Background: an optimization exercise with open tools, aiming at a short achievable clock period and few clock cycles per item. Do not read the settings as production practice. Where RTL was checked, it was by simulation tests only, not by an equivalence proof against the original. No functional check of the RTL was part of runs 1 and 3.

==> flow/design.v <==
`timescale 1ns/1ps
module divider_top (
    input  logic        clk,
    input  logic        rst_n,
    input  logic [31:0] op1,
    input  logic [31:0] op2,
    input  logic [2:0]  funct3,
    input  logic        start,
    input  logic        ack,
    output logic [31:0] result,
    output logic        done
);
    localparam int RB   = 3;                       
    localparam int G    = 2;                       
    localparam int RO   = 2;                       
    localparam int M    = RB * G;                  
    localparam int NCMX = (32 - RO + M - 1) / M;   
    localparam int WW   = NCMX * M + RO;           
    localparam int NM   = (1 << RB) - 1;           
    localparam int NO   = (1 << RO) - 1;           
    localparam int NMX  = (NM > NO) ? NM : NO;
    localparam int XW   = 32 + RB;
    localparam int OW   = 32 + RO;
    localparam int MW   = 32 + ((RB > RO) ? RB : RO);
    localparam int CW   = $clog2(NCMX + 1);
    logic        sgn, a_neg, b_neg, b_zero;
    logic [31:0] a_abs;
    function automatic logic [31:0] mag(input logic [31:0] v, input logic neg);
        logic [31:0] below;
        below[0] = 1'b0;
        for (int i = 1; i < 32; i++) below[i] = below[i-1] | v[i-1];
        mag = v ^ ({32{neg}} & below);
    endfunction
    assign sgn    = ~funct3[0];
    assign a_neg  = sgn & op1[31];
    assign b_neg  = sgn & op2[31];
    assign a_abs  = mag(op1, a_neg);
    assign b_zero = (op2 == 32'd0);
    logic [31:0]     ua, ub;
    logic [NCMX-1:0] reach;
    logic [NCMX:0]   csel;
    logic [CW-1:0]   ncyc;
    assign ua = op1 ^ {32{a_neg}};
    assign ub = op2 ^ {32{b_neg}};
    always_comb begin
        for (int c = 0; c < NCMX; c++) begin
            logic [32:0] t;
            logic        cs;
            cs = a_neg;
            t  = {1'b0, ua >> (c * M + RO)} + {1'b0, ~ub} + {32'd0, cs} + {32'd0, ~b_neg};
            reach[c] = ~b_zero & t[32];
        end
        csel[0] = ~reach[0];
        for (int c = 1; c < NCMX; c++)
            csel[c] = reach[c-1] & ~reach[c];
        csel[NCMX] = reach[NCMX-1];
        ncyc = '0;
        for (int c = 1; c <= NCMX; c++)
            if (csel[c]) ncyc = CW'(c);
    end
    logic [31:0]   r_init;
    logic [WW-1:0] w_init;
    always_comb begin
        logic [32+WW-1:0] cat;
        cat = '0;
        for (int c = 0; c <= NCMX; c++)
            if (csel[c]) cat = cat | ({{WW{1'b0}}, a_abs} << (WW - c * M - RO));
        {r_init, w_init} = cat;
    end
    logic [MW-1:0] mult_init [1:NMX];
    always_comb begin
        logic [MW-1:0] b1, m, k;
        b1 = MW'(ub);
        for (int j = 1; j <= NMX; j++) begin
            k = b_neg ? MW'(j) : '0;
            case (j)
                1:       m = b1 + k;
                2:       m = (b1 << 1) + k;
                3:       m = (b1 << 1) + b1 + k;
                4:       m = (b1 << 2) + k;
                5:       m = (b1 << 2) + b1 + k;
                6:       m = (b1 << 2) + (b1 << 1) + k;
                7:       m = (b1 << 3) - b1 + k;
                8:       m = (b1 << 3) + k;
                9:       m = (b1 << 3) + b1 + k;
                10:      m = (b1 << 3) + (b1 << 1) + k;
                11:      m = (b1 << 3) + (b1 << 1) + b1 + k;
                12:      m = (b1 << 3) + (b1 << 2) + k;
                13:      m = (b1 << 3) + (b1 << 2) + b1 + k;
                14:      m = (b1 << 4) - (b1 << 1) + k;
                default: m = (b1 << 4) - b1 + k;
            endcase
            mult_init[j] = ~m;
        end
    end
    logic          busy_q;
    logic [CW-1:0] cnt_q;
    logic          accept;
    logic [31:0]   rem_q;
    logic [WW-1:0] w_q;
    logic [MW-1:0] mult_q [1:NMX];
    logic [31:0]   quo_q, quom_q;
    logic          rem_sel_q, rneg_q, qneg_q;
    assign accept = start & ~busy_q & (~done | ack);
    logic [31:0]   rem_nxt;
    logic [WW-1:0] w_nxt;
    logic [31:0]   quo_nxt, quom_nxt;
    always_comb begin
        logic [31:0]   r;
        logic [31:0]   q, qm;
        logic [XW-1:0] x;
        logic [MW:0]   d [0:NM];
        logic [NM+1:0] ge;
        logic [NM:0]   oh;
        logic [RB-1:0] dig;
        logic [XW-1:0] nx;
        r  = rem_q;
        q  = quo_q;
        qm = quom_q;
        for (int s = 0; s < G; s++) begin
            x = {r, w_q[WW-1-RB*s -: RB]};
            ge[0] = 1'b1;
            d[0]  = (MW+1)'(x);
            for (int j = 1; j <= NM; j++) begin
                d[j]  = (MW+1)'(x) + {1'b0, mult_q[j]} + (MW+1)'(1);
                ge[j] = d[j][MW];
            end
            ge[NM+1] = 1'b0;
            dig = '0;
            nx  = '0;
            for (int j = 0; j <= NM; j++) begin
                oh[j] = ge[j] & ~ge[j+1];
                if (oh[j]) dig = dig | RB'(j);
                nx = nx | ({XW{oh[j]}} & d[j][XW-1:0]);
            end
            r = nx[31:0];
            if (dig != '0) qm = {q[31-RB:0], dig - 1'b1};
            else           qm = {qm[31-RB:0], {RB{1'b1}}};
            q = {q[31-RB:0], dig};
        end
        rem_nxt  = r;
        quo_nxt  = q;
        quom_nxt = qm;
        w_nxt    = w_q << M;
    end
    always_ff @(posedge clk or negedge rst_n) begin
        if (!rst_n) begin
            busy_q <= 1'b0;
            cnt_q  <= '0;
            done   <= 1'b0;
        end else begin
            if (accept) begin
                busy_q <= (ncyc != '0);
                cnt_q  <= ncyc;
                done   <= (ncyc == '0);
            end else if (busy_q) begin
                cnt_q <= cnt_q - 1'b1;
                if (cnt_q == CW'(1)) begin
                    busy_q <= 1'b0;
                    done   <= 1'b1;
                end
            end else if (ack) begin
                done <= 1'b0;
            end
        end
    end
    always_ff @(posedge clk) begin
        if (accept) begin
            rem_q     <= r_init;
            w_q       <= w_init;
            for (int j = 1; j <= NMX; j++) mult_q[j] <= mult_init[j];
            quo_q     <= b_zero ? 32'hffff_ffff : 32'd0;
            quom_q    <= b_zero ? 32'd0 : 32'hffff_ffff;
            rem_sel_q <= funct3[1];
            rneg_q    <= a_neg;
            qneg_q    <= (a_neg ^ b_neg) & ~b_zero;
        end else if (busy_q) begin
            rem_q  <= rem_nxt;
            w_q    <= w_nxt;
            quo_q  <= quo_nxt;
            quom_q <= quom_nxt;
        end
    end
    logic [OW-1:0] ox;
    logic [NO+1:0] oge;
    logic [NO:0]   ooh;
    logic [RO-1:0] odig;
    logic [OW-1:0] orem;
    logic [31:0]   qpos, qmin;
    always_comb begin
        logic [MW:0]   t;
        logic [OW-1:0] v;
        logic [OW-1:0] mneg;
        ox     = {rem_q, w_q[WW-1 -: RO]};
        mneg   = {OW{rneg_q}};
        oge[0] = 1'b1;
        for (int j = 1; j <= NO; j++) begin
            t      = (MW+1)'(ox) + {1'b0, mult_q[j]} + (MW+1)'(1);
            oge[j] = t[MW];
        end
        oge[NO+1] = 1'b0;
        odig = '0;
        orem = '0;
        for (int j = 0; j <= NO; j++) begin
            ooh[j] = oge[j] & ~oge[j+1];
            if (ooh[j]) odig = odig | RO'(j);
            if (j == 0) v = (ox ^ mneg) + OW'(rneg_q);
            else        v = (ox ^ mneg) + (mult_q[j][OW-1:0] ^ mneg) + OW'(1);
            orem = orem | ({OW{ooh[j]}} & v);
        end
        qpos = {quo_q[31-RO:0], odig};
        if (odig != '0) qmin = {quo_q[31-RO:0], odig - 1'b1};
        else            qmin = {quom_q[31-RO:0], {RO{1'b1}}};
    end
    assign result = rem_sel_q ? orem[31:0] : (qneg_q ? ~qmin : qpos);
endmodule
==> flow/flow/run.sh <==
#!/bin/bash
set -euo pipefail
bash standard.sh finish SETUP_SLACK_MARGIN=18 > standard_flow.log 2>&1
==> flow/standard.sh <==
#!/bin/bash
# synth_recipe.tcl (not shown) runs the flow's synth.tcl, then flattens the netlist and writes it again
# the make line also repeats each setting of config.mk as NAME=value (left out here)
make -C /OpenROAD-flow-scripts/flow DESIGN_CONFIG=/design/flow/config.mk WORK_HOME=/design/flow/orfs CLKGATE_MAP_FILE= SYNTH_SCRIPT=/design/flow/synth_recipe.tcl "${@:-finish}"
==> flow/config.mk <==
export PLATFORM = sky130hd
export DESIGN_NAME = divider_top
export DESIGN_NICKNAME = divider_top
export VERILOG_FILES = /design/flow/design.v
export SDC_FILE = /design/flow/constraint.sdc
export NUM_CORES = 4
export LEC_CHECK = 0
export CAP_MARGIN = 20
export CORE_MARGIN = 2
export CORE_UTILIZATION = 40
export SLEW_MARGIN = 20
==> flow/constraint.sdc <==
create_clock -name core_clock -period 27.0 [get_ports {clk}]
set_input_delay 5.4000 -clock core_clock [delete_from_list [all_inputs] [get_ports {clk}]]
set_output_delay 5.4000 -clock core_clock [all_outputs]
set_load 0.01 [all_outputs]
==> impl_metrics.env, run 1 <==
export IMPL_fin_crit_sh_pct=39.85
export IMPL_hpwl_um=163100
export IMPL_root_buffer="clkbuf_16"
export IMPL_grt_first_pass_wirelength_um=327500
export IMPL_seq_area_frac_synth_pct=15.11
export IMPL_fin_skew_ps=33.02
export IMPL_grt_pass1_vias=53640
export IMPL_worstSkewPairLatency_ps=620
export IMPL_crit_path_start="mult_q[2][10]$_DFFE_PP_"
export IMPL_cp_slowest_cell="edfxtp_1"
export IMPL_fmax_mhz=92.94
export IMPL_worst_pin_slew_ps=1372
export IMPL_drive_gt1_share_pct=17.94
export IMPL_syn_inst=6810
export IMPL_core_mm2=0.1298
export IMPL_wl_um=227500
export IMPL_cts_htree_levels=2
export IMPL_synth_edff_count=260
export IMPL_cp_cell_sequence="ha_1 > a21o_1 > a21o_1 > a21oi_2 > o21ai_2 > a31oi_4 > o311ai_4 > a211o_1 > a21boi_2 > nor2b_2 > o21a_1 > and2_4 > nor2_4 > ha_4 > buf_6 > buf_12 > buf_4 > buf_6 > a211oi_2 > a211oi_2 > a21oi_1 > buf_2"
export IMPL_syn_area_per_cell_um2=7.709
export IMPL_async_flop_share_pct=1.887
export IMPL_cp_slowest_stage_delay_ps=750
export IMPL_multi_input_area_mm2=0.04624
export IMPL_finalSetupTns_ps=0
export IMPL_hp_class="reg2reg"
export IMPL_rsz0062_at_grt="yes"
export IMPL_synth_nets=7632
export IMPL_cp_top_family="compound AO/OA/AOI/OAI gates"
export IMPL_crit_fanout=8
export IMPL_synth_ff_type="edfxtp_1"
export IMPL_cts_tree="yes"
export IMPL_place_gp_congestion=0.9791
export IMPL_antenna_found_initial=4
export IMPL_synth_area_leaders="ha_1 (18%), edfxtp_1 (15%), xnor2_1 (7.6%), a21oi_1 (6.6%), xor2_1 (4.7%)"
export IMPL_outcome="timing/DRC/antenna clean"
export IMPL_path_class="reg2out"
export IMPL_cts_sinks=265
export IMPL_slew_viol_final=0
export IMPL_grt_usage_pct=31.55
export IMPL_rr_startpoint="mult_q[5][1]$_DFFE_PP_"
export IMPL_grt_overflow=0
export IMPL_post_route_util_pct=50.10
export IMPL_syn_to_final_growth_pct=23.89
export IMPL_dieWidth_um=366.3
export IMPL_ys_ff_latch=265
export IMPL_drtAntennaViolNets=0
export IMPL_via_per_inst=6.370
export IMPL_drt_iter0_drc=6895
export IMPL_setup_viol=0
export IMPL_die_area_mm2=0.1342
export IMPL_cp_required_ps=21600
export IMPL_dr_pass1_iters=6
export IMPL_ys_warnings_count=4
export IMPL_worst_path_buf_inv=5
export IMPL_final_common_cell="ha_1"
export IMPL_rows=132
export IMPL_maxCapViolCount=0
export IMPL_finalHoldViolations=0
export IMPL_start_kind="flip-flop"
export IMPL_drc_errors=0
export IMPL_syn_cell_area_mm2=0.05250
export IMPL_ys_types=125
export IMPL_fillers=12200
export IMPL_arrival_ps=5360
export IMPL_yosysTopAreaCell="ha_1"
export IMPL_end_kind="primary output"
export IMPL_seqCellArea_mm2=0.007933
export IMPL_finalNetCount=8019
export IMPL_min_from="w_q[6]$_DFFE_PP_"
export IMPL_grt_max_degree=97
export IMPL_relSlewSlack_pct=8.218
export IMPL_numCtsBuffers=36
export IMPL_ioPinCount=104
export IMPL_floorplan_initialDensity_pct=40.44
export IMPL_final_cell_mix="ha_1 (686), a21oi_1 (588), nand2_1 (546)"
export IMPL_postCtsHoldBufs=0
export IMPL_finalCriticalPeriod_ps=10760
export IMPL_fp_dieH_um=366.3
export IMPL_clkTransAtPathRegs_ps=60
export IMPL_io_buffer_count=102
export IMPL_synth_top_area_share_pct=17.64
export IMPL_cts_buffer_depth=3
export IMPL_vias=57140
export IMPL_wl_per_cell_um=25.36
==> worst paths after layout <==
check | cells after the start | slack (ps) | end
setup reg to reg | 37 | 17860 | rem_q[11]$_DFFE_PP_
max in group asynchronous | 1 | 21780 | cnt_q[1]$_DFFE_PN0P_
setup / recovery | 22 | 16240 | result[26]
hold / removal | 2 | 530 | w_q[12]$_DFFE_PP_
min in group asynchronous | 1 | 5010 | done$_DFFE_PN0P_
hold reg to reg | 2 | 530 | w_q[12]$_DFFE_PP_
==> area by class of cell <==
cell class              count  area share [%]
clock buffers              39           1.435
multi-input cells        5991           71.09
flip-flops and latches    265           12.20
clock inverters            26          0.4001
well taps                1742           3.351
diodes                      4         0.01539
inverters                 230           1.418
repair inverters            3         0.05194
repair buffers            670           10.04
==> metrics by stage <==
step / instance area, um2 / instances / setup WS [ps] / hold slack (ps)
2_1_floorplan: 53220 / 6810 / 16540 / 496.3
4_1_cts: 62430 / 8832 / 16170 / 523.6
3_3_place_gp: 55770 / 8442 / 13710 / 499.9
6_report: 65040 / 8970 / 16240 / 527.9
5_1_grt: 65030 / 8966 / 16130 / 548.5
3_5_place_dp: 55770 / 8442 / 13690 / 507.0
==> cells by family after synthesis <==
| family | Yosys count | synth area share, % |
|---|---|---|
| simple gates | 1982 | 18.45 |
| mux | 36 | 0.6888 |
| buf+inv | 562 | 4.297 |
| compound gates | 2468 | 30.88 |
| fa+ha+maj | 757 | 18.17 |
| flops | 265 | 15.11 |
| xor+xnor | 740 | 12.40 |
==> metal layers <==
| metal | track usage, % | vias up | wire, um |
|---|---|---|---|
| li1 | - | 26240 | - |
| met1 | 42.28 | 27400 | 93220 |
| met2 | 50.72 | 2940 | 101200 |
| met3 | 3.793 | 560 | 20470 |
| met4 | 13.96 | 0 | 12610 |
| met5 | 0 | - | 0 |
==> cells in the mapped netlist, types with 60 or more instances <==
master	instances
edfxtp_1	260
xnor2_1	458
a22oi_1	60
nand2_1	559
ha_1	740
o21ai_0	438
nand3_1	137
nor2b_1	154
nor3_1	102
a211oi_1	70
a221oi_1	112
and3_1	74
a31oi_1	112
nor2_1	493
a21o_1	292
o21a_1	95
nand2b_1	156
xor2_1	280
a21oi_1	694
clkbuf_1	227
nand4_1	66
o21bai_1	64
inv_1	223
==> worst reg2reg max path: cells and delay by family (launching register included) <==
family | cells | cell delay, ps
compound gates | 22 | 4640
flops | 1 | 440
fa+ha+maj | 2 | 560
simple gates | 6 | 1850
buf+inv | 7 | 1430
==> repair_timing <==
item,CTS,global route
pin swaps,248,231
gates resized for setup,734,290
endpoints found under the setup margin,197,170
cloned,29,8
setup buffers,296,125
==> flip-flops by register name, indices dropped and copies added, names as in the netlist, 3 cells and up <==
| signal | cells |
|---|---|
| quom_q | 30 |
| cnt_q | 3 |
| mult_q | 133 |
| rem_q | 32 |
| w_q | 32 |
| quo_q | 30 |
==> run 2: changes to the inputs <==
--- a/flow/design.v
+++ b/flow/design.v
@@ -60,37 +60,32 @@
     end
     logic [31:0]   r_init;
     logic [WW-1:0] w_init;
-    always_comb begin
-        logic [32+WW-1:0] cat;
-        cat = '0;
-        for (int c = 0; c <= NCMX; c++)
-            if (csel[c]) cat = cat | ({{WW{1'b0}}, a_abs} << (WW - c * M - RO));
-        {r_init, w_init} = cat;
-    end
+    assign {r_init, w_init} = {{WW{1'b0}}, a_abs} << (WW - RO);
     logic [MW-1:0] mult_init [1:NMX];
     always_comb begin
-        logic [MW-1:0] b1, m, k;
-        b1 = MW'(ub);
+        logic [MW-1:0] e, ne, t1, t3, t5, t7;
+        logic [MW-1:0] s_a, s_b;
+        e  = b_neg ? {{(MW-32){op2[31]}}, op2} : MW'(op2);
+        ne = ~e;
+        t1 = b_neg ? (e + {MW{1'b1}}) : ne;
+        s_a = ~((e << 1) ^ e);
+        s_b = ((e << 1) | e) << 1;
+        t3 = b_neg ? (s_a + s_b) : ~((e << 1) + e);
+        s_a = ~((e << 2) ^ e);
+        s_b = ((e << 2) | e) << 1;
+        t5 = b_neg ? (s_a + s_b) : ~((e << 2) + e);
+        t7 = b_neg ? ((e << 3) + ne) : ~((e << 3) + ne + 1'b1);
         for (int j = 1; j <= NMX; j++) begin
-            k = b_neg ? MW'(j) : '0;
             case (j)
-                1:       m = b1 + k;
-                2:       m = (b1 << 1) + k;
-                3:       m = (b1 << 1) + b1 + k;
-                4:       m = (b1 << 2) + k;
-                5:       m = (b1 << 2) + b1 + k;
-                6:       m = (b1 << 2) + (b1 << 1) + k;
-                7:       m = (b1 << 3) - b1 + k;
-                8:       m = (b1 << 3) + k;
-                9:       m = (b1 << 3) + b1 + k;
-                10:      m = (b1 << 3) + (b1 << 1) + k;
-                11:      m = (b1 << 3) + (b1 << 1) + b1 + k;
-                12:      m = (b1 << 3) + (b1 << 2) + k;
-                13:      m = (b1 << 3) + (b1 << 2) + b1 + k;
-                14:      m = (b1 << 4) - (b1 << 1) + k;
-                default: m = (b1 << 4) - b1 + k;
+                1:       mult_init[j] = t1;
+                2:       mult_init[j] = {t1[MW-2:0], 1'b1};
+                3:       mult_init[j] = t3;
+                4:       mult_init[j] = {t1[MW-3:0], 2'b11};
+                5:       mult_init[j] = t5;
+                6:       mult_init[j] = {t3[MW-2:0], 1'b1};
+                7:       mult_init[j] = t7;
+                default: mult_init[j] = ~(MW'(j) * (b_neg ? -e : e));
             endcase
-            mult_init[j] = ~m;
         end
     end
     logic          busy_q;
@@ -101,12 +96,16 @@
     logic [MW-1:0] mult_q [1:NMX];
     logic [31:0]   quo_q, quom_q;
     logic          rem_sel_q, rneg_q, qneg_q;
+    logic          first_q;
+    logic [NCMX:1] csel_q;
     assign accept = start & ~busy_q & (~done | ack);
     logic [31:0]   rem_nxt;
     logic [WW-1:0] w_nxt;
     logic [31:0]   quo_nxt, quom_nxt;
     always_comb begin
         logic [31:0]   r;
+        logic [WW-1:0] w0;
+        logic [32+WW-1:0] cat;
         logic [31:0]   q, qm;
         logic [XW-1:0] x;
         logic [MW:0]   d [0:NM];
@@ -114,11 +113,15 @@
         logic [NM:0]   oh;
         logic [RB-1:0] dig;
         logic [XW-1:0] nx;
-        r  = rem_q;
+        cat = first_q ? '0 : {rem_q, w_q};
+        for (int c = 1; c <= NCMX; c++)
+            if (first_q & csel_q[c])
+                cat = cat | ({{WW{1'b0}}, rem_q, w_q[WW-1 -: RO]} << (WW - c * M - RO));
+        {r, w0} = cat;
         q  = quo_q;
         qm = quom_q;
         for (int s = 0; s < G; s++) begin
-            x = {r, w_q[WW-1-RB*s -: RB]};
+            x = {r, w0[WW-1-RB*s -: RB]};
             ge[0] = 1'b1;
             d[0]  = (MW+1)'(x);
             for (int j = 1; j <= NM; j++) begin
@@ -141,7 +144,7 @@
         rem_nxt  = r;
         quo_nxt  = q;
         quom_nxt = qm;
-        w_nxt    = w_q << M;
+        w_nxt    = w0 << M;
     end
     always_ff @(posedge clk or negedge rst_n) begin
         if (!rst_n) begin
@@ -173,12 +176,15 @@
             quom_q    <= b_zero ? 32'd0 : 32'hffff_ffff;
             rem_sel_q <= funct3[1];
             rneg_q    <= a_neg;
+            first_q   <= 1'b1;
+            csel_q    <= csel[NCMX:1];
             qneg_q    <= (a_neg ^ b_neg) & ~b_zero;
         end else if (busy_q) begin
             rem_q  <= rem_nxt;
             w_q    <= w_nxt;
             quo_q  <= quo_nxt;
             quom_q <= quom_nxt;
+            first_q <= 1'b0;
         end
     end
     logic [OW-1:0] ox;
==> run 2 against run 1 <==
Effect of this change:
- still clean on timing, DRC and antenna
- synthesized area up 13%
- critical path depth decreased by 5
- synthesized cell count increased by 13%
- clock skew rose by 21 ps
- design area rose by 14%
==> impl_metrics.env, run 2 <==
export IMPL_grt_first_pass_wirelength_um=397700
export IMPL_maxCapViolCount=0
export IMPL_synth_ff_type="edfxtp_1"
export IMPL_arrival_ps=4790
export IMPL_synth_nets=8797
export IMPL_numCtsBuffers=37
export IMPL_syn_cell_area_mm2=0.05936
export IMPL_path_class="reg2out"
export IMPL_synth_top_area_share_pct=20.80
export IMPL_r2r_cells=31
export IMPL_cts_tree="yes"
export IMPL_rrSetupSlack_ps=18030
export IMPL_worstSkewPairLatency_ps=620
export IMPL_root_buffer="clkbuf_16"
export IMPL_end_kind="primary output"
export IMPL_syn_area_per_cell_um2=7.686
export IMPL_rsz0062_at_grt="yes"
export IMPL_final_cell_mix="ha_1 (869), nand2_1 (636), a21oi_1 (624)"
export IMPL_slew_viol_final=0
export IMPL_place_gp_congestion=1.039
export IMPL_ys_warnings_count=4
export IMPL_cp_slowest_cell="a221oi_4"
export IMPL_yosysTopAreaCell="ha_1"
export IMPL_vias=65740
export IMPL_cts_buffer_depth=3
export IMPL_wl_per_cell_um=27.38
export IMPL_drive_gt1_share_pct=18.43
export IMPL_grt_overflow=0
export IMPL_ioPinCount=104
export IMPL_syn_to_final_growth_pct=24.81
export IMPL_cp_top_family="compound AO/OA/AOI/OAI gates"
export IMPL_wl_um=278800
export IMPL_cts_sinks=268
export IMPL_finalSetupTns_ps=0
export IMPL_cts_htree_levels=2
export IMPL_grt_max_degree=92
export IMPL_finalHoldViolations=0
export IMPL_fmax_mhz=98.18
export IMPL_grt_pass1_vias=62450
export IMPL_core_mm2=0.1475
export IMPL_outcome="timing/DRC/antenna clean"
export IMPL_finalCriticalPeriod_ps=10190
export IMPL_synth_edff_count=236
export IMPL_reg_top3="mult_q (136), rem_q (32)"
export IMPL_die_area_mm2=0.1515
export IMPL_antenna_found_initial=9
export IMPL_diodes=0
export IMPL_cp_cell_sequence="buf_4 > ha_1 > o21a_1 > o211ai_1 > a31oi_2 > or4_4 > a21oi_4 > o311a_1 > buf_12 > nor2_4 > nor2_4 > ha_4 > nor2b_4 > a221oi_4 > nor2_1 > a31oi_2 > buf_2"
export IMPL_relSlewSlack_pct=12.46
export IMPL_drt_iter0_drc=6711
export IMPL_clkTransAtPathRegs_ps=60
export IMPL_syn_inst=7723
export IMPL_synth_area_leaders="ha_1 (21%), edfxtp_1 (12%), xnor2_1 (7.4%), a21oi_1 (5.8%), nand2_1 (4.1%)"
export IMPL_fin_skew_ps=53.81
export IMPL_crit_fanout=16
export IMPL_drtAntennaViolNets=0
export IMPL_largest_reg_flops=136
export IMPL_seq_area_frac_synth_pct=13.06
export IMPL_dr_pass1_iters=7
export IMPL_cp_slowest_stage_delay_ps=560
export IMPL_setup_viol=0
export IMPL_r2r_end="rem_q[25]$_DFFE_PP_"
export IMPL_drc_errors=0
export IMPL_final_common_cell="ha_1"
export IMPL_worst_pin_slew_ps=1304
export IMPL_yosysMostFrequentCell="ha_1"
export IMPL_floorplan_initialDensity_pct=40.25
export IMPL_synth_commonest_cells="ha_1 (987), a21oi_1 (683), nand2_1 (653)"
export IMPL_dieWidth_um=389.2
export IMPL_rr_startpoint="first_q$_SDFFE_PP1P_"
export IMPL_crit_path_start="mult_q[1][5]$_DFFE_PP_"
export IMPL_grt_usage_pct=34.73
export IMPL_worstSetupEndpoint="result[14]"
export IMPL_fp_dieH_um=389.2
export IMPL_finalNetCount=9304
export IMPL_post_route_util_pct=50.24
export IMPL_async_flop_share_pct=1.866
export IMPL_start_kind="flip-flop"
export IMPL_regMostFlops="mult_q"
export IMPL_hp_class="reg2reg"
export IMPL_hpwl_um=204900
export IMPL_crit_cells=17
export IMPL_cp_required_ps=21600
export IMPL_io_buffer_count=102
export IMPL_ys_types=116
export IMPL_ys_ff_latch=268
export IMPL_rows=141
export IMPL_via_per_inst=6.454
export IMPL_fin_crit_sh_pct=37.72
export IMPL_worst_path_buf_inv=3
==> run 2: cell types whose count changed after synthesis, sizes merged, moves of 31 or more <==
cell / delta
nand2: +95
nand3: +49
a221oi: -31
inv: +104
nor2: +48
o21ai: +34
a22oi: +69
nor2b: -40
buf: -39
xnor2: +42
nor3: +44
a21o: +34
xor2: -35
ha: +247
==> run 2: per-stage QoR <==
| step | area (um2) | setup slack (ps) | hold WS [ps] | instances |
|---|---|---|---|---|
| 2_1_floorplan | 60000 | 17690 | 436.1 | 7723 |
| 4_1_cts | 70690 | 16790 | 463.4 | 10020 |
| 3_3_place_gp | 63570 | 14330 | 446.1 | 9654 |
| 5_1_grt | 74090 | 16700 | 483.2 | 10190 |
| 3_5_place_dp | 63570 | 14190 | 454.0 | 9654 |
| 6_report | 74090 | 16810 | 459.1 | 10190 |
==> run 2: area by class of cell <==
type	count	area, um2
Clock inverter	25	254.0
Tap cell	1930	2415
Timing Repair inverter	3	22.52
Multi-Input combinational cell	6848	54250
Clock buffer	39	954.7
Sequential cell	268	7757
Inverter	330	1338
Fill cell	14130	73390
Timing Repair Buffer	742	7099
==> run 2: worst reg2reg max path, delay by kind of cell (launching register included) <==
family,cells,cell delay [ps]
xor+xnor,1,200
flops,1,350
buf+inv,4,690
compound gates,16,4520
fa+ha+maj,2,670
simple gates,8,2200
==> run 2: worst min-delay path by stage <==
stage,startpoint,endpoint,slack (ps),cells after the start
after CTS,w_q[11]$_SDFFE_PP0P_,w_q[11]$_SDFFE_PP0P_,460,2
final,w_q[11]$_SDFFE_PP0P_,w_q[11]$_SDFFE_PP0P_,460,2
after global routing,w_q[6]$_SDFFE_PP0P_,w_q[6]$_SDFFE_PP0P_,480,2
after detailed placement,w_q[11]$_SDFFE_PP0P_,w_q[11]$_SDFFE_PP0P_,450,2
after global placement,w_q[17]$_SDFFE_PP0P_,w_q[17]$_SDFFE_PP0P_,450,2
after floorplan,w_q[10]$_SDFFE_PP0P_,w_q[10]$_SDFFE_PP0P_,440,2
==> run 2: cells by family (layout without fill, tap and decap cells) <==
logic type	count (synthesis)	in the layout	share of synthesized area (%)
AND/OR/NAND/NOR	2258	2266	18.49
AO/OA/AOI/OAI	2806	2806	31.62
adder cells (fa/ha/maj)	1003	1003	21.34
flip-flops	268	268	13.06
XOR/XNOR	747	747	11.02
buffers and inverters	615	1139	4.013
multiplexers	26	26	0.4510
==> run 2: per-layer routing <==
metal	up-vias	wire, um	share of wire [%]	GRT usage, %
li1	30240	-	-	-
met1	31450	109500	39	43.57
met2	3236	120300	43	55.08
met3	804	23590	8.5	4.309
met4	10	25380	9.1	24.74
met5	-	98	0.035	0
==> run 2: repair_timing <==
item | 4_1_cts | 5_1_grt
gates resized for setup | 818 | 403
pin swaps | 150 | 213
endpoints found under the setup margin | 185 | 124
hold buffers | 0 | 0
gates cloned | 26 | 9
buffers inserted | 276 | 156
endpoints found under the hold margin | 0 | 0
Testbench counts of run 2, summed over its fixed seeds: cycles 60,636, items 32,000.
==> run 3: changes to the inputs <==
--- a/flow/design.v
+++ b/flow/design.v
@@ -92,8 +92,10 @@
     logic [CW-1:0] cnt_q;
     logic          accept;
     logic [31:0]   rem_q;
+    logic [OW-1:0] oxx_q;               
     logic [WW-1:0] w_q;
     logic [MW-1:0] mult_q [1:NMX];
+    logic [OW-1:0] multx_q [1:NO];      
     logic [31:0]   quo_q, quom_q;
     logic          rem_sel_q, rneg_q, qneg_q;
     logic          first_q;
@@ -171,7 +173,9 @@
         if (accept) begin
             rem_q     <= r_init;
             w_q       <= w_init;
+            oxx_q     <= {r_init, w_init[WW-1 -: RO]} ^ {OW{a_neg}};
             for (int j = 1; j <= NMX; j++) mult_q[j] <= mult_init[j];
+            for (int j = 1; j <= NO; j++) multx_q[j] <= mult_init[j][OW-1:0] ^ {OW{a_neg}};
             quo_q     <= b_zero ? 32'hffff_ffff : 32'd0;
             quom_q    <= b_zero ? 32'd0 : 32'hffff_ffff;
             rem_sel_q <= funct3[1];
@@ -182,6 +186,7 @@
         end else if (busy_q) begin
             rem_q  <= rem_nxt;
             w_q    <= w_nxt;
+            oxx_q  <= {rem_nxt, w_nxt[WW-1 -: RO]} ^ {OW{rneg_q}};
             quo_q  <= quo_nxt;
             quom_q <= quom_nxt;
             first_q <= 1'b0;
@@ -210,8 +215,8 @@
         for (int j = 0; j <= NO; j++) begin
             ooh[j] = oge[j] & ~oge[j+1];
             if (ooh[j]) odig = odig | RO'(j);
-            if (j == 0) v = (ox ^ mneg) + OW'(rneg_q);
-            else        v = (ox ^ mneg) + (mult_q[j][OW-1:0] ^ mneg) + OW'(1);
+            if (j == 0) v = oxx_q + OW'(rneg_q);
+            else        v = oxx_q + multx_q[j] + OW'(1);
             orem = orem | ({OW{ooh[j]}} & v);
         end
         qpos = {quo_q[31-RO:0], odig};
==> run 3 against run 2 <==
Effect of this change:
- worst hold slack about the same
- die area increased by 5.5%
- cell count up 1.8%
- highest routed layer unchanged
- worst setup slack got worse by 220 ps
- sequential share of layout area grew 3.4 points
- register-to-register slack is essentially flat
- fmax shrank 2.1%
==> impl_metrics.env, run 3 <==
export IMPL_place_gp_congestion=1.041
export IMPL_synth_ff_type="edfxtp_1"
export IMPL_cp_top_family="compound AO/OA/AOI/OAI gates"
export IMPL_synth_top_area_share_pct=21.47
export IMPL_finalSetupTns_ps=0
export IMPL_maxCapViolCount=0
export IMPL_grt_first_pass_wirelength_um=428700
export IMPL_cts_htree_levels=2
export IMPL_floorplan_initialDensity_pct=40.21
export IMPL_slew_viol_final=0
export IMPL_hp_class="reg2reg"
export IMPL_postCtsHoldBufs=0
export IMPL_ys_types=110
export IMPL_dr_pass1_iters=8
export IMPL_fin_skew_ps=33.38
export IMPL_grt_max_degree=79
export IMPL_seqCellArea_mm2=0.01064
export IMPL_die_area_mm2=0.1598
export IMPL_drtAntennaViolNets=0
export IMPL_rr_startpoint="csel_q[2]$_DFFE_PP_"
export IMPL_root_buffer="clkbuf_16"
export IMPL_cp_required_ps=21600
export IMPL_core_mm2=0.1558
export IMPL_cp_cell_sequence="ha_1 > o21a_1 > o21a_1 > o21a_1 > o211ai_1 > a21oi_2 > a2111oi_2 > buf_4 > o31ai_4 > a22o_4 > buf_12 > nor2_4 > ha_4 > buf_6 > mux2_4 > a21oi_4 > o32a_1 > buf_2"
export IMPL_cts_buffer_depth=3
export IMPL_grt_usage_pct=36.70
export IMPL_largest_reg_flops=136
export IMPL_regMostFlops="mult_q"
export IMPL_fmax_mhz=96.08
export IMPL_syn_inst=7714
export IMPL_ys_warnings_count=5
export IMPL_synth_commonest_cells="ha_1 (1,075), a21oi_1 (766), nor2_1 (572)"
export IMPL_async_flop_share_pct=1.374
export IMPL_finalNetCount=9436
export IMPL_worstSkewPairLatency_ps=650
export IMPL_fp_dieH_um=399.8
export IMPL_antenna_found_initial=13
export IMPL_grt_overflow=0
export IMPL_numCtsBuffers=45
export IMPL_fin_crit_sh_pct=38.55
export IMPL_yosysMostFrequentCell="ha_1"
export IMPL_relSlewSlack_pct=12.28
export IMPL_drive_gt1_share_pct=16.58
export IMPL_cp_slowest_stage_delay_ps=510
export IMPL_final_common_cell="ha_1"
export IMPL_worst_pin_slew_ps=1302
export IMPL_crit_path_start="w_q[31]$_DFFE_PP_"
export IMPL_cp_slowest_cell="edfxtp_1"
export IMPL_syn_area_per_cell_um2=8.123
export IMPL_path_class="reg2out"
export IMPL_ys_ff_latch=364
export IMPL_setup_viol=0
export IMPL_cts_tree="yes"
export IMPL_synth_area_leaders="ha_1 (21%), edfxtp_1 (16%), xnor2_1 (7.6%), a21oi_1 (6.1%), a21o_1 (3.9%)"
export IMPL_drt_iter0_drc=8219
export IMPL_crit_fanout=8
export IMPL_outcome="timing/DRC/antenna clean"
export IMPL_fillers=15000
export IMPL_wl_um=309800
export IMPL_finalCriticalPeriod_ps=10410
export IMPL_yosysTopAreaCell="ha_1"
export IMPL_ioPinCount=104
export IMPL_rows=145
export IMPL_synth_nets=8879
export IMPL_dieWidth_um=399.8
export IMPL_clkTransAtPathRegs_ps=60
export IMPL_reg_top3="mult_q (136), multx_q (64)"
export IMPL_end_kind="primary output"
export IMPL_grt_pass1_vias=60550
export IMPL_vias=67310
export IMPL_drc_errors=0
export IMPL_multi_input_area_mm2=0.05413
export IMPL_finalHoldViolations=0
export IMPL_synth_edff_count=332
export IMPL_io_buffer_count=102
export IMPL_hpwl_um=235900
export IMPL_min_from="w_q[6]$_SDFFE_PP0P_"
export IMPL_syn_to_final_growth_pct=22.68
export IMPL_start_kind="flip-flop"
export IMPL_rsz0062_at_grt="yes"
export IMPL_crit_path_frequent_cell="o21a_1"
export IMPL_cts_sinks=364
export IMPL_final_cell_mix="ha_1 (1,008), a21oi_1 (700), nor2_1 (548)"
export IMPL_arrival_ps=5010
export IMPL_via_per_inst=6.490
export IMPL_seq_area_frac_synth_pct=16.97
export IMPL_worst_path_buf_inv=4
export IMPL_post_route_util_pct=49.32
export IMPL_syn_cell_area_mm2=0.06266
export IMPL_wl_per_cell_um=29.87
-- run 3: final cells by class --
class,instances,share of cell area [%]
antenna,6,0.01953
clock buffer,50,1.502
clock inverter,33,0.4200
inverter,322,1.696
multi-input combinational,6809,70.42
sequential,364,13.84
tap,2058,3.350
timing repair buffer,725,8.684
timing repair inverter,4,0.06511
-- run 3: metal layers --
layer,up-vias,global-route usage (%),share of wire [%]
met2,3532,54.15,41
met1,32410,48.79,41
met3,907,8.520,10
li1,30450,-,-
met5,-,0,0.042
met4,14,21.10,7.5
-- run 3: cells by family (layout without fill, tap and decap cells) --
logic type,after synthesis,after routing,share of synthesized area [%]
mux,54,54,0.8786
compound gates,2709,2710,28.82
simple gates,2139,2146,16.64
buf+inv,549,1134,3.367
flops,364,364,16.97
xor+xnor,805,805,11.25
other cells,0,6,0
fa+ha+maj,1094,1094,22.07
-- run 3: worst paths after layout --
| path | end | slack (ps) | cells past startpoint |
|---|---|---|---|
| min reg2reg | w_q[6]$_SDFFE_PP0P_ | 460 | 2 |
| max reg2reg | quom_q[12]$_DFFE_PP_ | 18030 | 41 |
| min in group asynchronous | cnt_q[2]$_DFFE_PN0P_ | 4990 | 1 |
| max in group asynchronous | busy_q$_DFF_PN0_ | 21780 | 1 |
| max | result[31] | 16590 | 18 |
| min | w_q[6]$_SDFFE_PP0P_ | 460 | 2 |
-- run 3: worst register-to-register path, delay by kind of cell, from the launching register on --
kind                       cells  cell delay, ps
and+or+nand+nor               10            1620
buffers and inverters         10            1550
muxes                          1             210
AOI/OAI and AO/OA             16            3870
adders and majority gates      4             920
DFF                            1             510
-- run 3: repair_timing --
| action | in CTS | in global routing |
|---|---|---|
| pin swaps | 141 | 160 |
| setup endpoints to repair | 255 | 167 |
| buffers inserted | 274 | 155 |
| gates cloned | 17 | 10 |
| gates resized for setup | 704 | 356 |
| endpoints found under the hold margin | 0 | 0 |
-- run 3: through the flow --
stage | hold slack (ps) | worst slack, ps | area [um2] | cells
detailed placement | 449.2 | 14620 | 66920 | 9826
finish | 458.9 | 16590 | 76870 | 10370
floorplan | 435.8 | 17930 | 62880 | 7714
CTS | 459.2 | 16690 | 73740 | 10200
global route | 476.7 | 16540 | 76850 | 10370
global placement | 443.9 | 14620 | 66910 | 9826
==> run 4: changes to the inputs <==
--- a/flow/design.v
+++ b/flow/design.v
@@ -197,7 +197,9 @@
     logic [NO:0]   ooh;
     logic [RO-1:0] odig;
     logic [OW-1:0] orem;
-    logic [31:0]   qpos, qmin;
+    logic [31-RO:0] qhi_nz, qhi_z;
+    logic [RO-1:0] qlo;
+    logic [31:0]   qres;
     always_comb begin
         logic [MW:0]   t;
         logic [OW-1:0] v;
@@ -219,9 +221,11 @@
             else        v = oxx_q + multx_q[j] + OW'(1);
             orem = orem | ({OW{ooh[j]}} & v);
         end
-        qpos = {quo_q[31-RO:0], odig};
-        if (odig != '0) qmin = {quo_q[31-RO:0], odig - 1'b1};
-        else            qmin = {quom_q[31-RO:0], {RO{1'b1}}};
-    end
-    assign result = rem_sel_q ? orem[31:0] : (qneg_q ? ~qmin : qpos);
+        qhi_nz = qneg_q ? ~quo_q[31-RO:0] : quo_q[31-RO:0];
+        qhi_z  = qneg_q ? ~quom_q[31-RO:0] : quo_q[31-RO:0];
+        if (odig != '0) qlo = qneg_q ? ~(odig - 1'b1) : odig;
+        else            qlo = qneg_q ? '0 : '0;
+        qres = {oge[1] ? qhi_nz : qhi_z, qlo};
+    end
+    assign result = rem_sel_q ? orem[31:0] : qres;
 endmodule
--- a/flow/config.mk
+++ b/flow/config.mk
@@ -5,7 +5,7 @@
 export SDC_FILE = /design/flow/constraint.sdc
 export NUM_CORES = 4
 export LEC_CHECK = 0
-export CAP_MARGIN = 20
+export CAP_MARGIN = 30
 export CORE_MARGIN = 2
 export CORE_UTILIZATION = 40
 export SLEW_MARGIN = 20
==> run 4 against run 3 <==
Effect of this change:
- still clean
- flip-flop and latch count unchanged
- first-iteration DRC count increased by 4.2%
- design area increased by 2.9%
- count of clock-buffer cells in the layout decreased by 3
==> impl_metrics.env, run 4 <==
export IMPL_fp_dieH_um=404.7
export IMPL_async_flop_share_pct=1.374
export IMPL_ioPinCount=104
export IMPL_grt_overflow=0
export IMPL_drtAntennaViolNets=0
export IMPL_cp_top_family="simple AND/OR/NAND/NOR gates"
export IMPL_synth_top_area_share_pct=20.94
export IMPL_grt_pass1_vias=64430
export IMPL_dp_cells=10150
export IMPL_cts_tree="yes"
export IMPL_core_mm2=0.1600
export IMPL_cp_cell_sequence="ha_4 > nand3_4 > nor3_4 > nand4_1 > buf_6 > nor4_4 > o2111ai_4 > a31oi_4 > buf_12 > clkinvlp_4 > or4_4 > a21oi_2 > a31oi_1 > a41oi_2 > buf_2"
export IMPL_syn_inst=8001
export IMPL_crit_fanout=5
export IMPL_ys_types=107
export IMPL_relSlewSlack_pct=12.67
export IMPL_die_area_mm2=0.1638
export IMPL_whs_ps=466.8
export IMPL_final_common_cell="ha_1"
export IMPL_fin_skew_ps=66.65
export IMPL_grt_max_degree=133
export IMPL_dieWidth_um=404.7
export IMPL_setup_viol=0
export IMPL_syn_to_final_growth_pct=23.22
export IMPL_cp_slowest_stage_delay_ps=550
export IMPL_ys_warnings_count=5
export IMPL_synth_commonest_cells="ha_1 (1,075), a21oi_1 (804), nand2_1 (578)"
export IMPL_fin_crit_sh_pct=36.63
export IMPL_seq_area_frac_synth_pct=16.56
export IMPL_numCtsBuffers=43
export IMPL_synth_edff_count=332
export IMPL_worst_path_buf_inv=4
export IMPL_synth_nets=9166
export IMPL_root_buffer="clkbuf_16"
export IMPL_path_class="reg2out"
export IMPL_wl_um=321400
export IMPL_final_cells=10740
export IMPL_place_gp_congestion=1.045
export IMPL_start_kind="flip-flop"
export IMPL_finalCriticalPeriod_ps=9889
export IMPL_hpwl_um=244800
export IMPL_ys_ff_latch=364
export IMPL_regMostFlops="mult_q"
export IMPL_yosysMostFrequentCell="ha_1"
export IMPL_drc_errors=0
export IMPL_via_per_inst=6.530
export IMPL_end_kind="primary output"
export IMPL_cts_buffer_depth=3
export IMPL_vias=70100
export IMPL_synth_ff_type="edfxtp_1"
export IMPL_floorplan_initialDensity_pct=40.13
export IMPL_cts_sinks=364
export IMPL_dr_pass1_iters=7
export IMPL_drt_iter0_drc=8563
export IMPL_reg_top3="mult_q (136), multx_q (64)"
export IMPL_outcome="timing/DRC/antenna clean"
export IMPL_arrival_ps=4490
export IMPL_cts_htree_levels=2
export IMPL_finalNetCount=9768
export IMPL_synth_area_leaders="ha_1 (21%), edfxtp_1 (16%), xnor2_1 (7.7%), a21oi_1 (6.3%), o21ai_0 (4.0%)"
export IMPL_cp_slowest_cell="edfxtp_1"
export IMPL_hp_class="reg2reg"
export IMPL_antenna_found_initial=15
export IMPL_finalHoldViolations=0
export IMPL_rsz0062_at_grt="yes"
export IMPL_final_cell_mix="ha_1 (993), a21oi_1 (725), nand2_1 (559)"
export IMPL_wl_per_cell_um=29.94
export IMPL_largest_reg_flops=136
export IMPL_worst_pin_slew_ps=1296
export IMPL_drive_gt1_share_pct=17.65
export IMPL_slew_viol_final=0
export IMPL_syn_area_per_cell_um2=8.027
export IMPL_io_buffer_count=102
export IMPL_clkTransAtPathRegs_ps=70
export IMPL_fmax_mhz=101.1
export IMPL_finalSetupTns_ps=0
export IMPL_cp_required_ps=21600
export IMPL_rows=147
export IMPL_yosysTopAreaCell="ha_1"
export IMPL_syn_cell_area_mm2=0.06422
export IMPL_postCtsHoldBufs=0
export IMPL_post_route_util_pct=49.45
export IMPL_maxCapViolCount=0
export IMPL_grt_first_pass_wirelength_um=445300
export IMPL_worstSkewPairLatency_ps=660
export IMPL_grt_usage_pct=37.17
-- run 4: changes by cell type after synthesis, moves of 21 or more --
cell | before | now
a21oi_1 | 766 | 804
a31oi_1 | 78 | 100
and3_1 | 74 | 97
inv_1 | 321 | 352
nand2_1 | 514 | 578
nor2_1 | 572 | 527
o21ai_0 | 369 | 512
o21ai_1 | 65 | 13
o22ai_1 | 71 | 50
or2_2 | 16 | 50
xnor2_1 | 543 | 565
xor2_1 | 262 | 225
-- run 4: layer usage --
metal	vias to the layer above	share of wire (%)	GRT usage (%)
met1	33820	41	49.74
met2	3885	41	54.45
met3	777	12	9.111
met4	4	6.8	20.53
met5	-	0.029	0.3271
li1	31620	-	-
-- run 4: logic make-up (layout without fill, tap and decap cells) --
kind of cell / after synthesis / count (layout) / share of synthesized area [%]
AND/OR/NAND/NOR: 2234 / 2235 / 17.25
adder cells (fa/ha/maj): 1094 / 1094 / 21.54
other: 0 / 14 / 0
AO/OA/AOI/OAI: 2869 / 2869 / 29.51
buffers and inverters: 599 / 1232 / 3.554
multiplexers: 51 / 51 / 0.8105
flip-flops: 364 / 364 / 16.56
XOR/XNOR: 790 / 790 / 10.77
-- run 4: per-stage QoR --
step / cell area [um2] / setup slack (ps)
after floorplan: 64300 / 17960
after global placement: 68430 / 14050
after detailed placement: 68580 / 14370
after CTS: 74800 / 17220
after global routing: 79100 / 17040
final: 79130 / 17110
-- run 4: final cells by class --
type / count / area, um2
Fill cell: 15500 / 80890
Multi-Input combinational cell: 7039 / 55500
Sequential cell: 364 / 10640
Timing Repair Buffer: 795 / 7415
Tap cell: 2086 / 2610
Inverter: 357 / 1489
Clock buffer: 47 / 1091
Clock inverter: 30 / 307.8
Timing Repair inverter: 3 / 40.04
Antenna cell: 14 / 35.03
-- run 4: worst register-to-register path, delay by kind of cell, from the launching register on --
| kind | cells | cell delay [ps] |
|---|---|---|
| buf+inv | 12 | 2180 |
| compound gates | 15 | 3700 |
| fa+ha+maj | 3 | 800 |
| flops | 1 | 320 |
| simple gates | 8 | 1500 |
| mux | 1 | 180 |
-- run 4: final timing paths --
check                                      from                   end  slack [ps]  cells past startpoint
setup / recovery            rem_q[23]$_DFFE_PP_            result[31]       17110                     15
hold / removal              w_q[8]$_SDFFE_PP0P_   w_q[8]$_SDFFE_PP0P_         470                      2
min in group asynchronous                 rst_n  cnt_q[0]$_DFFE_PN0P_        5020                      1
hold reg to reg             w_q[8]$_SDFFE_PP0P_   w_q[8]$_SDFFE_PP0P_         470                      2
setup reg to reg           first_q$_SDFFE_PP1P_  quom_q[23]$_DFFE_PP_       18050                     39
max in group asynchronous                 rst_n      busy_q$_DFF_PN0_       21730                      1
-- run 4: repair_timing --
item / 4_1_cts / 5_1_grt
setup buffers: 265 / 212
endpoints found under the setup margin: 327 / 252
pin swaps: 144 / 188
gates cloned: 10 / 9
gates resized for setup: 755 / 513
Testbench counts of run 4, summed over its fixed seeds: cycles 60,636, items 32,000.
==> run 5: changes to the inputs <==
--- a/flow/config.mk
+++ b/flow/config.mk
@@ -5,7 +5,8 @@
 export SDC_FILE = /design/flow/constraint.sdc
 export NUM_CORES = 4
 export LEC_CHECK = 0
-export CAP_MARGIN = 30
+export CAP_MARGIN = 20
 export CORE_MARGIN = 2
-export CORE_UTILIZATION = 40
+export CORE_UTILIZATION = 50
+export PLACE_DENSITY = 0.65
 export SLEW_MARGIN = 20
==> run 5 against run 4 <==
Effect of this change:
- non-clock buffer count down 35
- worst setup slack better by 220 ps
- routed wire length down 1.8%
- worst hold slack worse by 2.5 ps
- critical path depth unchanged
- first-iteration DRC count up 10%
- global-route usage up 7.9 points
- cell count down 4.3%
- largest cell class unchanged
==> impl_metrics.env, run 5 <==
export IMPL_cp_slowest_stage_delay_ps=490
export IMPL_fin_crit_sh_pct=35.83
export IMPL_synth_top_area_share_pct=20.94
export IMPL_cp_cell_sequence="buf_6 > ha_4 > nand3_4 > nor3_4 > nand4_1 > nor4_4 > o2111ai_2 > a31oi_4 > buf_12 > clkinvlp_4 > or4_4 > a21oi_2 > a31oi_2 > a41oi_2 > buf_2"
export IMPL_yosysTopAreaCell="ha_1"
export IMPL_slew_viol_final=0
export IMPL_cp_required_ps=21600
export IMPL_async_flop_share_pct=1.374
export IMPL_fillers=11170
export IMPL_largest_reg_flops=136
export IMPL_grt_overflow=0
export IMPL_worst_slack_ps=17330
export IMPL_fin_skew_ps=60.82
export IMPL_drt_iter0_drc=9417
export IMPL_drtAntennaViolNets=0
export IMPL_cts_sinks=364
export IMPL_final_common_cell="ha_1"
export IMPL_finalHoldViolations=0
export IMPL_maxCapViolCount=0
export IMPL_grt_max_degree=166
export IMPL_seq_area_frac_synth_pct=16.56
export IMPL_grt_pass1_vias=63980
export IMPL_wl_per_cell_um=30.71
export IMPL_fp_dieH_um=362.4
export IMPL_yosysMostFrequentCell="ha_1"
export IMPL_via_per_inst=6.896
export IMPL_drc_errors=0
export IMPL_numCtsBuffers=44
export IMPL_start_kind="flip-flop"
export IMPL_antenna_found_initial=14
export IMPL_worst_path_buf_inv=4
export IMPL_path_class="reg2out"
export IMPL_cts_htree_levels=2
export IMPL_ys_warnings_count=5
export IMPL_ioPinCount=104
export IMPL_dr_pass1_iters=12
export IMPL_synth_commonest_cells="ha_1 (1,075), a21oi_1 (804), nand2_1 (578)"
export IMPL_synth_ff_type="edfxtp_1"
export IMPL_finalCriticalPeriod_ps=9673
export IMPL_setup_viol=0
export IMPL_core_mm2=0.1275
export IMPL_postCtsHoldBufs=0
export IMPL_drive_gt1_share_pct=17.74
export IMPL_rows=131
export IMPL_vias=70880
export IMPL_rsz0062_at_grt="yes"
export IMPL_hpwl_um=232300
export IMPL_dieWidth_um=362.4
export IMPL_synth_edff_count=332
export IMPL_io_buffer_count=102
export IMPL_reg_top3="mult_q (136), multx_q (64)"
export IMPL_place_ws_ps=14290
export IMPL_relSlewSlack_pct=12.86
export IMPL_syn_inst=8001
export IMPL_finalNetCount=9736
export IMPL_cp_slowest_cell="or4_4"
export IMPL_floorplan_initialDensity_pct=50.36
export IMPL_arrival_ps=4270
export IMPL_root_buffer="clkbuf_16"
export IMPL_final_cell_mix="ha_1 (964), a21oi_1 (725), nand2_1 (559)"
export IMPL_crit_fanout=5
export IMPL_cts_buffer_depth=3
export IMPL_ys_types=107
export IMPL_syn_to_final_growth_pct=22.67
export IMPL_grt_first_pass_wirelength_um=434600
export IMPL_wl_um=315600
export IMPL_synth_area_leaders="ha_1 (21%), edfxtp_1 (16%), xnor2_1 (7.7%), a21oi_1 (6.3%), o21ai_0 (4.0%)"
export IMPL_hp_class="reg2reg"
export IMPL_grt_usage_pct=45.10
export IMPL_end_kind="primary output"
export IMPL_worst_pin_slew_ps=1307
export IMPL_fmax_mhz=103.4
export IMPL_outcome="timing/DRC/antenna clean"
export IMPL_syn_area_per_cell_um2=8.027
export IMPL_clkTransAtPathRegs_ps=60
export IMPL_cp_top_family="simple AND/OR/NAND/NOR gates"
export IMPL_regMostFlops="mult_q"
export IMPL_cts_tree="yes"
export IMPL_finalSetupTns_ps=0
export IMPL_syn_cell_area_mm2=0.06422
export IMPL_die_area_mm2=0.1313
export IMPL_ys_ff_latch=364
export IMPL_synth_nets=9166
export IMPL_place_gp_congestion=1.099
export IMPL_worstSkewPairLatency_ps=660
-- run 5: cell counts after synthesis --
Identical to the previous run, type by type.
-- run 5: final cells by class --
cell class / count / area, um2 / area share [%]
clock buffers: 50 / 1124 / 1.426
well taps: 1662 / 2079 / 2.640
diodes: 9 / 22.52 / 0.02859
repair inverters: 3 / 36.28 / 0.04606
repair buffers: 760 / 7193 / 9.131
clock inverters: 32 / 359.1 / 0.4558
multi-input cells: 7041 / 55860 / 70.91
flip-flops and latches: 364 / 10640 / 13.51
inverters: 357 / 1460 / 1.854
-- run 5: tightest hold or removal path, stage by stage, from the launching register on --
cell and delay (ps):
dfxtp_1 310, nand2_1 50, o21ai_0 60
-- run 5: metrics by stage --
step	instance area, um2	cells	utilization (%)	hold WS (ps)
2_1_floorplan	64300	8001	-	435.8
3_3_place_gp	67780	9686	53.15	443.9
3_5_place_dp	67780	9686	53.15	451.3
4_1_cts	75170	10100	58.95	462.3
5_1_grt	78750	10270	61.76	503.4
6_report	78780	10280	61.78	464.3
-- run 5: path summary, 6_finish.rpt --
kind | depth (start not counted) | end | slack [ps] | startpoint
max | 15 | result[31] | 17330 | rem_q[24]$_DFFE_PP_
min | 2 | w_q[6]$_SDFFE_PP0P_ | 460 | w_q[6]$_SDFFE_PP0P_
max reg2reg | 33 | oxx_q[2]$_DFFE_PP_ | 17980 | first_q$_SDFFE_PP1P_
min reg2reg | 2 | w_q[6]$_SDFFE_PP0P_ | 460 | w_q[6]$_SDFFE_PP0P_
max in group asynchronous | 1 | busy_q$_DFF_PN0_ | 21810 | rst_n
min in group asynchronous | 1 | cnt_q[0]$_DFFE_PN0P_ | 4970 | rst_n
-- run 5: metal layers --
layer | global-route usage [%] | vias to the layer above | part of all wire [%] | wire [um]
met5 | 0 | - | 0.12 | 368
met4 | 27.08 | 16 | 7.8 | 24720
met3 | 15.37 | 958 | 14 | 45050
met2 | 63.88 | 4589 | 39 | 124100
met1 | 58.72 | 33720 | 38 | 121400
li1 | - | 31600 | - | -
-- run 5: logic make-up after synthesis --
logic type / count (synthesis) / synth area share (%)
xor+xnor: 790 / 10.77
mux: 51 / 0.8105
fa+ha+maj: 1094 / 21.54
compound gates: 2869 / 29.51
simple gates: 2234 / 17.25
buf+inv: 599 / 3.554
flops: 364 / 16.56
-- run 5: what timing repair did --
| action | 4_1_cts | 5_1_grt |
|---|---|---|
| endpoints found under the setup margin | 245 | 171 |
| cloned | 15 | 9 |
| resized for setup | 847 | 425 |
| buffers inserted | 314 | 163 |
| pin swaps | 175 | 203 |
==> run 6: changes to the inputs <==
--- a/flow/config.mk
+++ b/flow/config.mk
@@ -5,8 +5,8 @@
 export SDC_FILE = /design/flow/constraint.sdc
 export NUM_CORES = 4
 export LEC_CHECK = 0
-export CAP_MARGIN = 20
+export CAP_MARGIN = 25
 export CORE_MARGIN = 2
 export CORE_UTILIZATION = 50
-export PLACE_DENSITY = 0.65
+export PLACE_DENSITY = 0.7
 export SLEW_MARGIN = 20
==> run 6 against run 5 <==
Effect of this change:
- die area is the same
- flip-flop and latch count is the same
- critical path depth is the same
- synthesized area is the same
- count of clock-buffer cells in the layout shrank 1
- synthesized cell count is the same
- worst setup slack lost 210 ps
- clock skew shrank 17 ps
- via count shrank 1.0%
- critical path type unchanged
==> impl_metrics.env, run 6 <==
export IMPL_vias=70140
export IMPL_setup_viol=0
export IMPL_relSlewSlack_pct=19.05
export IMPL_async_flop_share_pct=1.374
export IMPL_dpl_cell_area_mm2=0.06792
export IMPL_cts_sinks=364
export IMPL_synth_ff_type="edfxtp_1"
export IMPL_worst_slack_ps=17110
export IMPL_start_kind="flip-flop"
export IMPL_synth_area_leaders="ha_1 (21%), edfxtp_1 (16%), xnor2_1 (7.7%), a21oi_1 (6.3%), o21ai_0 (4.0%)"
export IMPL_syn_area_per_cell_um2=8.027
export IMPL_reg_top3="mult_q (136), multx_q (64)"
export IMPL_finalHoldViolations=0
export IMPL_numCtsBuffers=41
export IMPL_path_class="reg2out"
export IMPL_grt_first_pass_wirelength_um=435100
export IMPL_cp_required_ps=21600
export IMPL_hp_class="reg2reg"
export IMPL_ys_types=107
export IMPL_drt_iter0_drc=9501
export IMPL_finalNetCount=9675
export IMPL_synth_commonest_cells="ha_1 (1,075), a21oi_1 (804), nand2_1 (578)"
export IMPL_crit_path_start="rem_q[23]$_DFFE_PP_"
export IMPL_largest_reg_flops=136
export IMPL_maxCapViolCount=0
export IMPL_ioPinCount=104
export IMPL_core_mm2=0.1275
export IMPL_drtAntennaViolNets=0
export IMPL_floorplan_initialDensity_pct=50.36
export IMPL_synth_nets=9166
export IMPL_syn_to_final_growth_pct=21.39
export IMPL_ys_warnings_count=5
export IMPL_wl_per_cell_um=30.86
export IMPL_antenna_found_initial=12
export IMPL_drc_errors=0
export IMPL_min_from="w_q[6]$_SDFFE_PP0P_"
export IMPL_ys_ff_latch=364
export IMPL_dr_pass1_iters=7
export IMPL_grt_max_degree=174
export IMPL_crit_fanout=4
export IMPL_hpwl_um=238000
export IMPL_yosysMostFrequentCell="ha_1"
export IMPL_yosysTopAreaCell="ha_1"
export IMPL_cts_tree="yes"
export IMPL_grt_usage_pct=45.17
export IMPL_grt_overflow=0
export IMPL_place_gp_congestion=1.066
export IMPL_cts_buffer_depth=3
export IMPL_final_cells=10210
export IMPL_synth_top_area_share_pct=20.94
export IMPL_seq_area_frac_synth_pct=16.56
export IMPL_finalCriticalPeriod_ps=9887
export IMPL_outcome="timing/DRC/antenna clean"
export IMPL_io_buffer_count=102
export IMPL_wl_um=315200
export IMPL_dieWidth_um=362.4
export IMPL_via_per_inst=6.868
export IMPL_rows=131
export IMPL_worstSkewPairLatency_ps=660
export IMPL_fin_skew_ps=43.50
export IMPL_clkTransAtPathRegs_ps=60
export IMPL_cts_htree_levels=2
export IMPL_drive_gt1_share_pct=16.33
export IMPL_finalSetupTns_ps=0
export IMPL_dp_cells=9702
export IMPL_synth_edff_count=332
export IMPL_rr_startpoint="rem_q[23]$_DFFE_PP_"
export IMPL_root_buffer="clkbuf_16"
export IMPL_end_kind="primary output"
export IMPL_syn_cell_area_mm2=0.06422
export IMPL_grt_pass1_vias=64410
export IMPL_design_area_mm2=0.07795
export IMPL_fin_crit_sh_pct=36.62
export IMPL_final_common_cell="ha_1"
export IMPL_fmax_mhz=101.1
export IMPL_arrival_ps=4490
export IMPL_place_ws_ps=14050
export IMPL_worst_pin_slew_ps=1214
export IMPL_syn_inst=8001
export IMPL_fp_dieH_um=362.4
export IMPL_die_area_mm2=0.1313
export IMPL_regMostFlops="mult_q"
export IMPL_rsz0062_at_grt="yes"
export IMPL_slew_viol_final=0
export IMPL_final_cell_mix="ha_1 (1,000), a21oi_1 (733), nand2_1 (563)"
[run 6: cell counts after synthesis]
No cell type changed its count.
[run 6: critical path, cell delays in order (launching register included)]
cell,delay [ps]
edfxtp_1,540
ha_4,360
nand3_4,80
nor3_4,180
nand4_1,120
buf_6,160
nor4_4,350
o2111ai_4,240
a31oi_4,280
buf_12,170
clkinvlp_4,230
or4_1,520
a21oi_1,130
a31oi_1,70
a41oi_2,210
buf_2,190
[run 6: path summary, 6_finish.rpt]
check	end	slack [ps]	cells past startpoint
min reg2reg	w_q[6]$_SDFFE_PP0P_	460	2
max	result[31]	17110	15
min in group asynchronous	cnt_q[2]$_DFFE_PN0P_	5010	1
max reg2reg	oxx_q[25]$_DFFE_PP_	17970	37
max in group asynchronous	busy_q$_DFF_PN0_	21740	1
min	w_q[6]$_SDFFE_PP0P_	460	2
[run 6: logic make-up after synthesis]
logic type                 share of synthesized area [%]
and+or+nand+nor                                    17.25
adders and majority gates                          21.54
buffers and inverters                              3.554
xor gates and xnor gates                           10.77
AOI/OAI and AO/OA                                  29.51
DFF                                                16.56
muxes                                             0.8105
[run 6: what timing repair did]
item | CTS | global route
pin swaps | 158 | 164
hold buffers | 0 | 0
buffers inserted | 241 | 155
gates resized for setup | 811 | 413
endpoints found under the setup margin | 248 | 164
cloned | 21 | 9
[run 6: cell type report]
type | instances | area [um2]
Multi-Input combinational cell | 7040 | 55200
Fill cell | 11310 | 49570
Sequential cell | 364 | 10640
Timing Repair Buffer | 706 | 7116
Tap cell | 1662 | 2079
Inverter | 357 | 1458
Clock buffer | 49 | 1056
Clock inverter | 27 | 384.1
Antenna cell | 8 | 20.02
[run 6: layer usage]
metal | up-vias | part of all wire [%] | global-route usage, %
met4 | 4 | 7.5 | 26.48
met5 | - | 0.019 | 0
met1 | 33420 | 38 | 57.30
met3 | 905 | 14 | 16.46
li1 | 31460 | - | -
met2 | 4349 | 40 | 65.34
[run 6: stage by stage]
stage / hold slack [ps] / utilization [%]
5_1_grt: 483.4 / 61.12
6_report: 458.4 / 61.13
3_5_place_dp: 461.0 / 53.26
3_3_place_gp: 445.6 / 53.20
2_1_floorplan: 435.8 / -
4_1_cts: 462.6 / 58.45

-- what the ideal ports hide --
The flow's constraints put no driver on any port. The routed layouts listed below were extracted and timed again, unchanged, in two steps.
Step 1: set_driving_cell puts a clkbuf_16 on clk and a buf_2 on each other input, an assumption about the parent block.
Step 2 moves the port delays by t, midway between the first and last clock arrival at a register: inputs arrive t later, outputs are due t later. That takes back most of the time a late clock gives input paths.
Slacks: ideal / step 1 / step 2; pairs: ideal / step 1.
run | shift t [ns] | slack for setup (ns) | hold slack, ns | worst setup path at the end
run 1 | 0.689 | 16.240 / 16.159 / 16.331 | 0.528 / 0.528 / 0.528 | input to register
run 2 | 0.677 | 16.814 / 16.730 / 17.282 | 0.459 / 0.459 / 0.459 | input to register
run 3 | 0.704 | 16.592 / 16.516 / 17.220 | 0.459 / 0.459 / 0.459 | register to output
run 4 | 0.702 | 17.111 / 17.035 / 17.431 | 0.467 / 0.467 / 0.467 | input to register
run 5 | 0.722 | 17.327 / 17.238 / 17.381 | 0.464 / 0.464 / 0.464 | input to register
run 6 | 0.722 | 17.113 / 17.025 / 17.365 | 0.458 / 0.458 / 0.458 | input to register
After both steps every run listed still meets setup and hold.
